Context: an optimization exercise on an open-source flow, tuned for small area and few clock cycles. The choices shown serve that exercise and are no tape-out recipe.
Function was checked by simulation only, so behaviour that the tests miss may differ from the original.
Power and IR drop assume default switching activity.

## old
## match_token_emitter
module match_token_emitter (
  input  logic                              clk,
  input  logic                              rst,
  input  logic                              item_valid,
  output logic                              item_ready,
  input  mte_pkg::item_t                    item,
  output logic                              token_valid,
  input  logic                              token_ready,
  output mte_pkg::token_t                   token,
  input  logic                              cfg_valid,
  output logic                              cfg_ready,
  input  logic [mte_pkg::MIN_LEN_BITS-1:0]  cfg_min_match_len
);
  logic [mte_pkg::MIN_LEN_BITS-1:0] min_len;
  mte_pkg::state_t                  state;
  mte_pkg::state_t                  state_next;
  logic                             emit;
  assign cfg_ready   = 1'b1;
  assign item_ready  = token_ready || !emit;
  assign token_valid = item_valid && token_ready && emit;
  always_ff @(posedge clk) begin
    if (rst) begin
      min_len <= mte_pkg::MIN_LEN_RESET;
    end else if (cfg_valid && cfg_ready) begin
      min_len <= cfg_min_match_len;
    end
  end
  mte_step u_step (
    .item       (item),
    .state      (state),
    .min_len    (min_len),
    .take       (item_valid && item_ready),
    .emit       (emit),
    .token      (token),
    .state_next (state_next)
  );
  always_ff @(posedge clk) begin
    if (rst) begin
      state <= '0;
  ...
Size in the first run: about 3,200 cells after synthesis, roughly 370 I/O pins, ~0.016 mm^2 of cells after synthesis.
export LEC_CHECK = 0
export ABC_AREA = 1
export CAP_MARGIN = 20
export CORE_MARGIN = 2
export CORE_UTILIZATION = 65
export CTS_BUF_LIST = sky130_fd_sc_hd__clkbuf_8
export CTS_CLUSTER_SIZE = 10
export SLEW_MARGIN = 20
create_clock -name core_clock -period 10.0 [get_ports {clk}]
standard.sh (not shown) runs the stock make flow with config.mk's settings and CLKGATE_MAP_FILE= SYNTH_SCRIPT=/design/flow/synth_recipe.tcl, a recipe that flattens the netlist after the stock synthesis.
==> flow/flow/run.sh <==
#!/bin/bash
# The standard layout, with two changes: the input and output port buffers
# are made from the smallest buffer cell (buf_1) instead of the cell
# buffer_ports picks itself, and synthesis leaves the adders to abc instead
# of mapping them onto the library's full- and half-adder cells first
# (ADDER_MAP_FILE empty). Registers come out of synthesis as in the standard
# flow. Each tool's full output goes to the log of its step under orfs/logs/,
# and make's own output to standard.log in this folder.
set -euo pipefail
bash standard.sh "BUFFER_PORTS_ARGS=-buffer_cell sky130_fd_sc_hd__buf_1" "ADDER_MAP_FILE=" finish > standard.log 2>&1
old: flow completed, timing, DRC and antenna clean
Testbench counts of old, summed over its fixed seeds: cycles 24,000.
Changes in new relative to old:
--- a/flow/config.mk
+++ b/flow/config.mk
@@ -10,5 +10,4 @@
 export CORE_MARGIN = 2
-export CORE_UTILIZATION = 65
+export CORE_UTILIZATION = 72
 export CTS_BUF_LIST = sky130_fd_sc_hd__clkbuf_8
-export CTS_CLUSTER_SIZE = 10
 export SLEW_MARGIN = 20
Findings:
- Non-clock buffer count of new falls short of that of old slightly.
- Cmp new vs old: area added between synthesis and finish lower in new
- STATUS worst setup slack: new loses against old
- Cmp new vs old: upper clock frequency limit lower in new
- In new relative to old, global placement routability congestion had gone up by a few percent.
- Diff old -> new | cell count along the critical path | down by a little under 10%

========
The RTL this note starts from:
==> flow/design.v <==
`timescale 1ns / 1ps
package mte_pkg;
  localparam int POS_BITS = 32;
  localparam int MIN_LEN_BITS = 8;
  localparam logic [MIN_LEN_BITS-1:0] MIN_LEN_RESET = MIN_LEN_BITS'(32);
  localparam logic MODE_MATCH     = 1'b0;
  localparam logic MODE_BLOCK_END = 1'b1;
  typedef logic [POS_BITS-1:0] pos_t;
  typedef struct packed {
    logic        mode;
    logic [31:0] dest_pos;
    logic [31:0] src_pos;
    logic [31:0] match_len;
    logic [31:0] block_len;
  } item_t;
  typedef struct packed {
    logic        is_block_end;
    logic [31:0] literal_start;
    logic [31:0] literal_len;
    logic [31:0] src_offset;
    logic [31:0] kept_len;
    logic [31:0] block_unmatched;
    logic [31:0] block_matched;
    logic [31:0] block_overlap;
  } token_t;
  typedef struct packed {
    pos_t cursor;
    pos_t unmatched_count;
    pos_t matched_count;
    pos_t overlap_count;
  } state_t;
endpackage
`timescale 1ns / 1ps
module mte_add #(
  parameter int W = 32
) (
  input  logic [W-1:0] a,
  input  logic [W-1:0] b,
  input  logic         ci,
  output logic [W-1:0] s,
  output logic         co
);
  localparam int N = W + 1;
  localparam int L = 6;   
  logic [N-1:0] p, g;
  logic [N-1:0] gg [0:L];
  logic [N-1:0] pp [0:L];
  assign p = {a ^ b, 1'b0};
  assign g = {a & b, ci};
  assign gg[0] = g;
  assign pp[0] = p;
  for (genvar l = 0; l < L; l++) begin : g_lvl
    for (genvar i = 0; i < N; i++) begin : g_bit
      if ((i >> l) % 2 == 1) begin : g_op
        localparam int J = ((i >> l) << l) - 1;
        assign gg[l+1][i] = gg[l][i] | (pp[l][i] & gg[l][J]);
        assign pp[l+1][i] = pp[l][i] & pp[l][J];
      end else begin : g_pass
        assign gg[l+1][i] = gg[l][i];
        assign pp[l+1][i] = pp[l][i];
      end
    end
  end
  assign s  = p[N-1:1] ^ gg[L][N-2:0];
  assign co = gg[L][N-1];
endmodule
module mte_step (
  input  mte_pkg::item_t                        item,
  input  mte_pkg::state_t                       state,
  input  logic [mte_pkg::MIN_LEN_BITS-1:0]      min_len,
  output logic                                  emit,
  output mte_pkg::token_t                       token,
  output mte_pkg::state_t                       state_next
);
  logic        mode;
  logic [31:0] d, s, len, x, c;
  logic [31:0] t, lit, kb, kept, s_back, s_kept, unm, ov_op, m_sum, o_sum, e;
  logic        ahead, behind, kneg, e_co, keep, keep_b, keep_a;
  logic [7:0]  thr;
  assign mode = item.mode;
  assign d    = item.dest_pos;
  assign s    = item.src_pos;
  assign len  = item.match_len;
  assign c    = state.cursor;
  assign x    = mode ? item.block_len : d;
  mte_add #(32) u_t (.a(x), .b(~c), .ci(1'b1), .s(t), .co(ahead));
  assign behind = !ahead;
  assign lit    = behind ? 32'd0 : t;
  logic [32:0] ka, kc, kf;
  assign ka = {1'b0, d} ^ {1'b0, len} ^ {1'b1, ~c};
  assign kc = ({1'b0, d} & {1'b0, len}) | ({1'b0, d} & {1'b1, ~c}) | ({1'b0, len} & {1'b1, ~c});
  mte_add #(33) u_k (.a(ka), .b({kc[31:0], 1'b1}), .ci(1'b0), .s(kf), .co());
  assign kb   = kf[31:0];
  assign kneg = kf[32];
  assign thr    = min_len | {7'd0, ~|min_len};
  assign keep_b = !kneg && ((|kb[31:8]) || (kb[7:0] >= thr));
  assign keep_a = (|len[31:8]) || (len[7:0] >= min_len);
  assign keep   = behind ? keep_b : keep_a;
  assign emit   = mode || keep;
  assign kept   = behind ? kb : len;
  mte_add #(32) u_s (.a(s), .b(~t), .ci(1'b1), .s(s_back), .co());
  assign s_kept = behind ? s_back : s;
  mte_add #(32) u_u (.a(state.unmatched_count), .b(lit), .ci(1'b0), .s(unm), .co());
  mte_add #(32) u_m (.a(state.matched_count), .b(kept), .ci(1'b0), .s(m_sum), .co());
  assign ov_op = keep ? (behind ? ~t : 32'd0) : len;
  mte_add #(32) u_o (.a(state.overlap_count), .b(ov_op), .ci(keep && behind), .s(o_sum), .co());
  mte_add #(32) u_e (.a(d), .b(len), .ci(1'b0), .s(e), .co(e_co));
  always_comb begin
    token                 = '0;
    token.is_block_end    = mode;
    token.literal_start   = c;
    token.literal_len     = lit;
    token.src_offset      = mode ? 32'd0 : s_kept;
    token.kept_len        = mode ? 32'd0 : kept;
    token.block_unmatched = mode ? unm : 32'd0;
    token.block_matched   = mode ? state.matched_count : 32'd0;
    token.block_overlap   = mode ? state.overlap_count : 32'd0;
    state_next = state;
    state_next.overlap_count = o_sum;
    if (keep) begin
      state_next.cursor          = e_co ? 32'hFFFF_FFFF : e;
      state_next.matched_count   = m_sum;
      state_next.unmatched_count = unm;
    end
    if (mode) state_next = '0;
  end
endmodule
`timescale 1ns / 1ps
module match_token_emitter (
  input  logic                              clk,
  input  logic                              rst,
  input  logic                              item_valid,
  output logic                              item_ready,
  input  mte_pkg::item_t                    item,
  output logic                              token_valid,
  input  logic                              token_ready,
  output mte_pkg::token_t                   token,
  input  logic                              cfg_valid,
  output logic                              cfg_ready,
  input  logic [mte_pkg::MIN_LEN_BITS-1:0]  cfg_min_match_len
);
  logic [mte_pkg::MIN_LEN_BITS-1:0] min_len;
  mte_pkg::state_t                  state;
  mte_pkg::state_t                  state_next;
  logic                             emit;
  assign cfg_ready   = 1'b1;
  assign item_ready  = token_ready || !emit;
  assign token_valid = item_valid && token_ready && emit;
  always_ff @(posedge clk) begin
    if (rst) begin
      min_len <= mte_pkg::MIN_LEN_RESET;
    end else if (cfg_valid && cfg_ready) begin
      min_len <= cfg_min_match_len;
    end
  end
  mte_step u_step (
    .item       (item),
    .state      (state),
    .min_len    (min_len),
    .emit       (emit),
    .token      (token),
    .state_next (state_next)
  );
  always_ff @(posedge clk) begin
    if (rst) begin
      state <= '0;
    end else if (item_valid && item_ready) begin
      state <= state_next;
    end
  end
endmodule
==> flow/config.mk <==
export PLATFORM = sky130hd
export DESIGN_NAME = match_token_emitter
export DESIGN_NICKNAME = match_token_emitter
export VERILOG_FILES = /design/flow/design.v
export SDC_FILE = /design/flow/constraint.sdc
export NUM_CORES = 4
export LEC_CHECK = 0
export ABC_AREA = 1
export CAP_MARGIN = 20
export CORE_MARGIN = 2
export CORE_UTILIZATION = 65
export CTS_BUF_LIST = sky130_fd_sc_hd__clkbuf_8
export SLEW_MARGIN = 20
==> flow/constraint.sdc <==
create_clock -name core_clock -period 10.0 [get_ports {clk}]
set_input_delay 2.0000 -clock core_clock [delete_from_list [all_inputs] [get_ports {clk}]]
set_output_delay 2.0000 -clock core_clock [all_outputs]
set_load 0.01 [all_outputs]
==> flow/flow/run.sh <==
#!/bin/bash
# The standard layout, with the input and output port buffers made from the
# smallest buffer cell (buf_1) instead of the cell buffer_ports picks itself.
# Each tool's full output goes to the log of its step under orfs/logs/, and
# make's own output to standard.log in this folder.
set -euo pipefail
bash standard.sh "BUFFER_PORTS_ARGS=-buffer_cell sky130_fd_sc_hd__buf_1" finish > standard.log 2>&1
Testbench counts at the start, summed over its fixed seeds: cycles 24,000.
Then changed:
==> flow/run.sh (new file) <==
#!/bin/bash
# synth_recipe.tcl (not shown) runs the flow's synth.tcl, then flattens the netlist and writes it again
# the make line also repeats each setting of config.mk as NAME=value (left out here)
make -C /OpenROAD-flow-scripts/flow DESIGN_CONFIG=/design/flow/config.mk WORK_HOME=/design/flow/orfs CLKGATE_MAP_FILE= SYNTH_SCRIPT=/design/flow/synth_recipe.tcl finish
CORE_UTILIZATION = 40   (was 65)
CTS_BUF_LIST = unset   (was sky130_fd_sc_hd__clkbuf_8)
removed: flow/flow/run.sh
removed: flow/standard.sh
Die area grows by 61%.
Area after synthesis stays the same.
Register-to-register slack is better by 0.15 ns.
Power rises by 19%.
Then changed:
==> flow/flow/run.sh (new file) <==
#!/bin/bash
# The standard layout, with the input and output port buffers made from the
# smallest buffer cell (buf_1) instead of the cell buffer_ports picks itself.
# Each tool's full output goes to the log of its step under orfs/logs/, and
# make's own output to standard.log in this folder.
set -euo pipefail
bash standard.sh "BUFFER_PORTS_ARGS=-buffer_cell sky130_fd_sc_hd__buf_1" finish > standard.log 2>&1
==> flow/standard.sh (new file) <==
#!/bin/bash
# synth_recipe.tcl (not shown) runs the flow's synth.tcl, then flattens the netlist and writes it again
# the make line also repeats each setting of config.mk as NAME=value (left out here)
make -C /OpenROAD-flow-scripts/flow DESIGN_CONFIG=/design/flow/config.mk WORK_HOME=/design/flow/orfs CLKGATE_MAP_FILE= SYNTH_SCRIPT=/design/flow/synth_recipe.tcl "${@:-finish}"
CORE_UTILIZATION = 65   (was 40)
removed: flow/run.sh
Effect:
- The new run finished clean
- design area decreases by about a fifth
- via count climbs slightly
- area after synthesis is unchanged

==> separate check: timing with driven ports <==
Ports are ideal in the flow. The routed layouts listed here were re-timed in OpenROAD.
Step 1 sets driving cells, clkbuf_16 on the clock port and buf_2 on the other inputs (assumed; they add their load-dependent delay and slew).
Step 2 moves the port delays by t, midway between the first and last clock arrival at a register: inputs arrive t later, outputs are due t later. That takes back most of the time a late clock gives input paths.
a / b / c = no drivers / after step 1 / after step 2; a / b = the first two.
| run | shift t [ns] | slack for setup (ns) | slew at the worst register clock pin (ns) | cell pins on the clock port's net |
|---|---|---|---|---|
| old | 0.545 | 0.471 / 0.448 / 0.283 | 0.11 / 0.11 | 1 |
| new | 0.538 | 0.328 / 0.269 / 0.062 | 0.11 / 0.11 | 1 |
| the first run of note 2 | 0.556 | 0.470 / 0.346 / 0.346 | 0.10 / 0.10 | 1 |
| the second run of note 2 | 0.545 | 0.353 / 0.325 / 0.144 | 0.07 / 0.07 | 1 |
| the third run of note 2 | 0.508 | 0.470 / 0.347 / 0.335 | 0.07 / 0.07 | 1 |
After both steps setup and hold are still met in every run listed. The setup slack of new, which loses most, moves by -0.059 ns with the drivers and by -0.266 ns with both steps.
